Source: an optimization exercise on an open RTL-to-GDS flow (aim: small area, a short achievable clock period and few clock cycles per item). Production flows keep margins and buffers that such runs may drop. In this exercise RTL edits were held to simulation tests only and were not proved equivalent to the original.

==> inputs of v15 <==
Design positional_pid_antiwindup, start of the top module:
module positional_pid_antiwindup
#(
  parameter int DATA_WIDTH     = DATA_WIDTH_DEF,
  parameter int GAIN_FRAC_BITS = GAIN_FRAC_BITS_DEF
) (
  input  logic                  clk,
  input  logic                  rst_n,
  input  logic                  cfg_we,
  input  logic [REG_IDX_W-1:0]  cfg_idx,
  input  logic [GAIN_W-1:0]     cfg_wdata,
  input  logic                  in_valid,
  output logic                  in_ready,
  input  logic [DATA_WIDTH-1:0] error_in,
  input  logic [DATA_WIDTH-1:0] target_in,
  input  logic [DATA_WIDTH-1:0] out_limit,
  output logic                  out_valid,
  input  logic                  out_ready,
  output logic [OUT_W-1:0]      control_out
);
  function automatic logic [23:0] booth_enc(input logic [15:0] g);
    logic [16:0] gx;
    logic [7:0]  one, two, neg;
    gx = {g, 1'b0};
    for (int i = 0; i < 8; i++) begin
      one[i] = gx[2*i+1] ^ gx[2*i];
      two[i] = (gx[2*i+2] & ~gx[2*i+1] & ~gx[2*i]) | (~gx[2*i+2] & gx[2*i+1] & gx[2*i]);
      neg[i] = gx[2*i+2];
    end
    booth_enc = {neg, two, one};
  endfunction
  logic [23:0] kp_e, kd_e, kf_e, ki_e;
  logic [15:0] ki_r;
  logic [23:0] wenc;
  logic        ki_wr;
  assign ki_wr = cfg_we && (cfg_idx == 2'd1);
  assign wenc  = booth_enc(cfg_wdata);
  always_ff @(posedge clk) begin
    if (!rst_n) begin
      kp_e <= '0;
      kd_e <= '0;
      kf_e <= '0;
  ...
clock: 12.0 ns
lec_check: 0
abc_area: 1
abc_clock_period_in_ps: 3500
cap_margin: 20
core_margin: 2
core_utilization: 40
slew_margin: 20
standard.sh (not shown) runs the stock make flow with config.mk's settings and CLKGATE_MAP_FILE= SYNTH_SCRIPT=/design/flow/synth_recipe.tcl, a recipe that flattens the netlist after the stock synthesis.
==> flow/flow/run.sh <==
#!/bin/bash
# The standard layout, with the full-adder mapping step turned off so ABC
# maps the adder trees itself (the platform's fa/ha cells are slow), and
# timing repair aimed at a setup slack margin, so that repair works on the
# paths that set the achieved period.
set -euo pipefail
bash standard.sh ADDER_MAP_FILE= SETUP_SLACK_MARGIN=8.2 finish > standard_flow.log 2>&1
==> v9: changes against v15 <==
--- a/flow/design.v
+++ b/flow/design.v
@@ -13,10 +13,40 @@
   } ppid_reg_t;
   function automatic int ppid_sum_w(input int dw);
     ppid_sum_w = ((dw + 1 > INTEG_W) ? (dw + 1 + GAIN_W) : (INTEG_W + GAIN_W)) + 2;
   endfunction
 endpackage
+module ppid_add #(
+  parameter int W = 8
+) (
+  input  logic [W-1:0] a,
+  input  logic [W-1:0] b,
+  input  logic         ci,
+  output logic [W-1:0] s
+);
+  localparam int L = 6;   
+  logic [W-1:0] p, g, p0;
+  always_comb begin
+    p0 = a ^ b;
+    p  = p0;
+    g  = a & b;
+    g[0] = g[0] | (p[0] & ci);
+    for (int i = 1; i <= L; i++) begin
+      for (int j = 2**i - 1; j < W; j = j + 2**i) begin
+        g[j] = g[j] | (p[j] & g[j - 2**(i-1)]);
+        p[j] = p[j] & p[j - 2**(i-1)];
+      end
+    end
+    for (int i = L; i > 0; i--) begin
+      for (int j = 2**i + 2**(i-1) - 1; j < W; j = j + 2**i) begin
+        g[j] = g[j] | (p[j] & g[j - 2**(i-1)]);
+        p[j] = p[j] & p[j - 2**(i-1)];
+      end
+    end
+    s = p0 ^ {g[W-2:0], ci};
+  end
+endmodule
 module ppid_ytree (
   input  logic [7:0] kp_one,
   input  logic [7:0] kp_two,
   input  logic [7:0] kp_neg,
   input  logic [7:0] kd_one,
@@ -1730,25 +1760,34 @@
   output logic [47:0] sy
 );
   logic [47:0] KI_r;
   logic [31:0] I_r;
   logic [47:0] kis;
+  logic [47:0] sa, sb, ka, kb;
+  logic [16:0] ki_x, ki_n, ki_hi;
+  logic        ki_gt0;
   logic        hold;
   logic [32:0] isum;
   logic        satp, satn;
   logic [47:0] ki_pos, ki_neg;
-  logic [16:0] ki_n;
+  assign sa = KI_r ^ ys ^ yc;
+  assign sb = {(KI_r[46:0] & ys[46:0]) | (KI_r[46:0] & yc[46:0]) | (ys[46:0] & yc[46:0]), 1'b0};
+  assign ka = KI_r ^ ks ^ kc;
+  assign kb = {(KI_r[46:0] & ks[46:0]) | (KI_r[46:0] & kc[46:0]) | (ks[46:0] & kc[46:0]), 1'b0};
+  ppid_add #(.W(48)) u_sy  (.a(sa), .b(sb), .ci(1'b0), .s(sy));
+  ppid_add #(.W(48)) u_kis (.a(ka), .b(kb), .ci(1'b0), .s(kis));
+  ppid_add #(.W(33)) u_i   (.a({I_r[31], I_r}), .b({{17{e[15]}}, e}), .ci(1'b0), .s(isum));
+  assign ki_x   = {ki[15], ki};
+  assign ki_gt0 = !ki[15] && (ki != 16'd0);
+  ppid_add #(.W(17)) u_kin (.a(~ki_x), .b(17'd0), .ci(1'b1), .s(ki_n));
+  ppid_add #(.W(17)) u_kih (.a(ki_x), .b({17{ki_gt0}}), .ci(1'b0), .s(ki_hi));
   always_comb begin
-    sy   = KI_r + ys + yc;
-    hold = pos ? !sy[47] : sy[47];
-    kis  = KI_r + ks + kc;
-    isum = {I_r[31], I_r} + {{17{e[15]}}, e};
-    satp = !isum[32] && isum[31];
-    satn = isum[32] && !isum[31];
-    ki_n   = -{ki[15], ki};
+    hold   = pos ? !sy[47] : sy[47];
+    satp   = !isum[32] && isum[31];
+    satn   = isum[32] && !isum[31];
     ki_neg = {ki_n, 31'd0};
-    ki_pos = {{1{ki[15]}}, ki, 31'd0} - {{32{ki[15]}}, ki};
+    ki_pos = {ki_hi, {14{ki_n[16]}}, ki_n};
   end
   always_ff @(posedge clk) begin
     if (!rst_n || ki_wr) begin
       KI_r <= '0;
     end else if (take) begin
@@ -1849,13 +1888,18 @@
   logic        head_free;
   logic        out_v_n, sk_v_n, full_n;
   logic [1:0]  inj_n;
   assign acc      = in_valid && in_rdy_r;
   assign in_ready = in_rdy_r;
+  logic [16:0] dt_in, de_nxt;
+  assign dt_in = {target_in[15], target_in} - {t1_r[15], t1_r};
+  ppid_add #(.W(17)) u_de (
+    .a({s0_x[15], s0_x[15:0]}), .b(~{e1_r[15], e1_r}), .ci(1'b1), .s(de_nxt)
+  );
   always_ff @(posedge clk) begin
     if (go_r) begin
-      s0_dt <= {target_in[15], target_in} - {t1_r[15], t1_r};
+      s0_dt <= dt_in;
       s0_l  <= out_limit;
       case (inj_r)
         2'd2:    s0_x <= {integ_r[31], integ_r[31:16]};
         2'd1:    s0_x <= {1'b0, integ_r[15:0]};
         default: s0_x <= {error_in[15], error_in};
@@ -1874,22 +1918,22 @@
       if (go_r) begin
         s0_v <= acc || (inj_r != 2'd0);
         s0_k <= inj_r;
         if (s0_v && s0_k == 2'd0) begin
           e1_r <= s0_x[15:0];
-          de_r <= {s0_x[15], s0_x[15:0]} - {e1_r[15], e1_r};
+          de_r <= de_nxt;
         end
       end
       if (ki_wr) s0_v <= 1'b0;
     end
   end
   logic [15:0] lneg, mag;
   logic        pos;
   logic [15:0] off;
   logic [47:0] ys, yc, ks, kc;
+  ppid_add #(.W(16)) u_lneg (.a(~s0_l), .b(16'd0), .ci(1'b1), .s(lneg));
   always_comb begin
-    lneg = -s0_l;
     if (s0_l[15]) mag = lneg[15] ? 16'h7fff : lneg;
     else          mag = s0_l;
     pos  = !s0_x[16] && (s0_x != 17'd0);
     off  = {pos, mag[14:0] ^ {15{pos}}};
   end
@@ -1946,12 +1990,14 @@
   always_ff @(posedge clk) begin
     if (!rst_n) s2_v <= 1'b0;
     else if (go_r) s2_v <= s1_v && (s1_k == 2'd0);
   end
   logic [39:0] c40;
+  ppid_add #(.W(40)) u_out (
+    .a(s2_sy), .b({{24{s2_noff[15]}}, s2_noff}), .ci(1'b1), .s(c40)
+  );
   always_comb begin
-    c40 = s2_sy + {{24{s2_noff[15]}}, s2_noff} + 40'd1;
     if (!c40[39] && (|c40[38:31]))      ctrl = 32'h7fffffff;
     else if (c40[39] && !(&c40[38:31])) ctrl = 32'h80000000;
     else                                ctrl = c40[31:0];
   end
   assign push      = go_r && s2_v;
==> flow/flow/run.sh (replaced) <==
#!/bin/bash
# The standard layout, with the full-adder mapping step turned off so ABC
# maps the adder trees itself (the platform's fa/ha cells are slow), and
# timing repair aimed at a setup slack margin, so that repair works on the
# paths that set the achieved period.
set -euo pipefail
bash standard.sh ADDER_MAP_FILE= SETUP_SLACK_MARGIN=8.0 finish > standard_flow.log 2>&1
- CORE_UTILIZATION: 40 -> 55
- CTS_BUF_LIST: default -> sky130_fd_sc_hd__clkbuf_4 sky130_fd_sc_hd__clkbuf_8
==> v35: changes against v15 <==
==> flow/flow/run.sh (replaced) <==
#!/bin/bash
# The standard layout, with the full-adder mapping step turned off so ABC
# maps the adder trees itself (the platform's fa/ha cells are slow).
set -euo pipefail
bash standard.sh ADDER_MAP_FILE= finish > standard_flow.log 2>&1
==> flow_summary.ini <==
[power]
p_clk_mw = 2.27
seqPwrFrac = 0.214
p_int_mw = 6.983

[global_routing]
grt_use_met2 = 0.6136
use_met3 = 0.1176

[cells_and_area]
utilization = 0.6282
fillers = 10520

[outcome]
status = no timing/DRC/antenna violations

[setup_path]
cp.arrival_ns = 4.53
cp_num_buf_inv = 5
worst-path-max-fanout = 10

[logic_synthesis]
synth_cell_types = 62
synthTopCellsByArea = nand2_1 (23%), edfxtp_1 (16%), xor2_1 (14%), inv_1 (7.9%), dfxtp_1 (7.9%)

[route]
via_per_inst = 5.761

[clock_network]
cts_root_buffer = clkbuf_8
path_clk_slew_ns = 0.07
# the run above: v9

==> flow_summary.ini <==
[outcome]
status = no timing/DRC/antenna violations

[setup_path]
worst-path-max-fanout = 48
cp.arrival_ns = 4.60

[power]
seqPwrFrac = 0.195

[global_routing]
use_met3 = 0.05408
grt_use_met2 = 0.5303

[cells_and_area]
utilization = 0.4601

[logic_synthesis]
synthTopCellsByArea = nand2_1 (25%), edfxtp_1 (15%), xor2_1 (11%), inv_1 (7.9%), dfxtp_1 (7.2%)
synth_cell_types = 61

[clock_network]
cts_root_buffer = clkbuf_16
path_clk_slew_ns = 0.07

[route]
via_per_inst = 5.430
# the run above: v15

==> flow_summary.ini <==
[clock_network]
path_clk_slew_ns = 0.06
cts_root_buffer = clkbuf_16

[global_routing]
grt_use_met2 = 0.5295
use_met3 = 0.05114

[setup_path]
worst-path-max-fanout = 19
cp_num_buf_inv = 2
cp.arrival_ns = 5.50

[power]
p_clk_mw = 2.36
seqPwrFrac = 0.207

[cells_and_area]
utilization = 0.4338

[route]
via_per_inst = 5.403

[logic_synthesis]
synthTopCellsByArea = nand2_1 (25%), edfxtp_1 (15%), xor2_1 (11%), inv_1 (7.9%), dfxtp_1 (7.2%)
synth_cell_types = 61

[outcome]
status = no timing/DRC/antenna violations
# the run above: v35

Testbench counts of v15, summed over its fixed seeds: cycles 8,032, items 8,000.
Testbench counts of v9, summed over its fixed seeds: cycles 8,032, items 8,000.
Testbench counts of v35, summed over its fixed seeds: cycles 8,032, items 8,000.

## re-timing with driven ports
The results above use ideal ports. As a check the final layouts listed here were re-extracted and re-timed, cells and wires unchanged. Step 1, drivers: a clkbuf_16 drives clk and a buf_2 each remaining input, both assumed. Step 2, shift: input delay + t, output delay - t, t = (earliest + latest rising clock arrival at the registers) / 2. This alone moves slack from input paths to output paths. Slacks: no drivers / after step 1 / after step 2; pairs: no drivers / after step 1.
| run | t, ns | setup slack, ns | worst setup path at the end | pins driven straight from the clock port |
|---|---|---|---|---|
| v15 | 0.811 | 8.075 / 8.148 / 7.337 | input to register | 1 |
| v9 | 0.877 | 8.015 / 7.998 / 7.187 | input to register | 1 |
| v35 | 0.797 | 6.983 / 6.983 / 6.707 | input to register | 1 |
After both steps every run listed still meets setup and hold. The setup slack of v9, which loses most, moves by -0.017 ns with the drivers and by -0.828 ns with both steps.
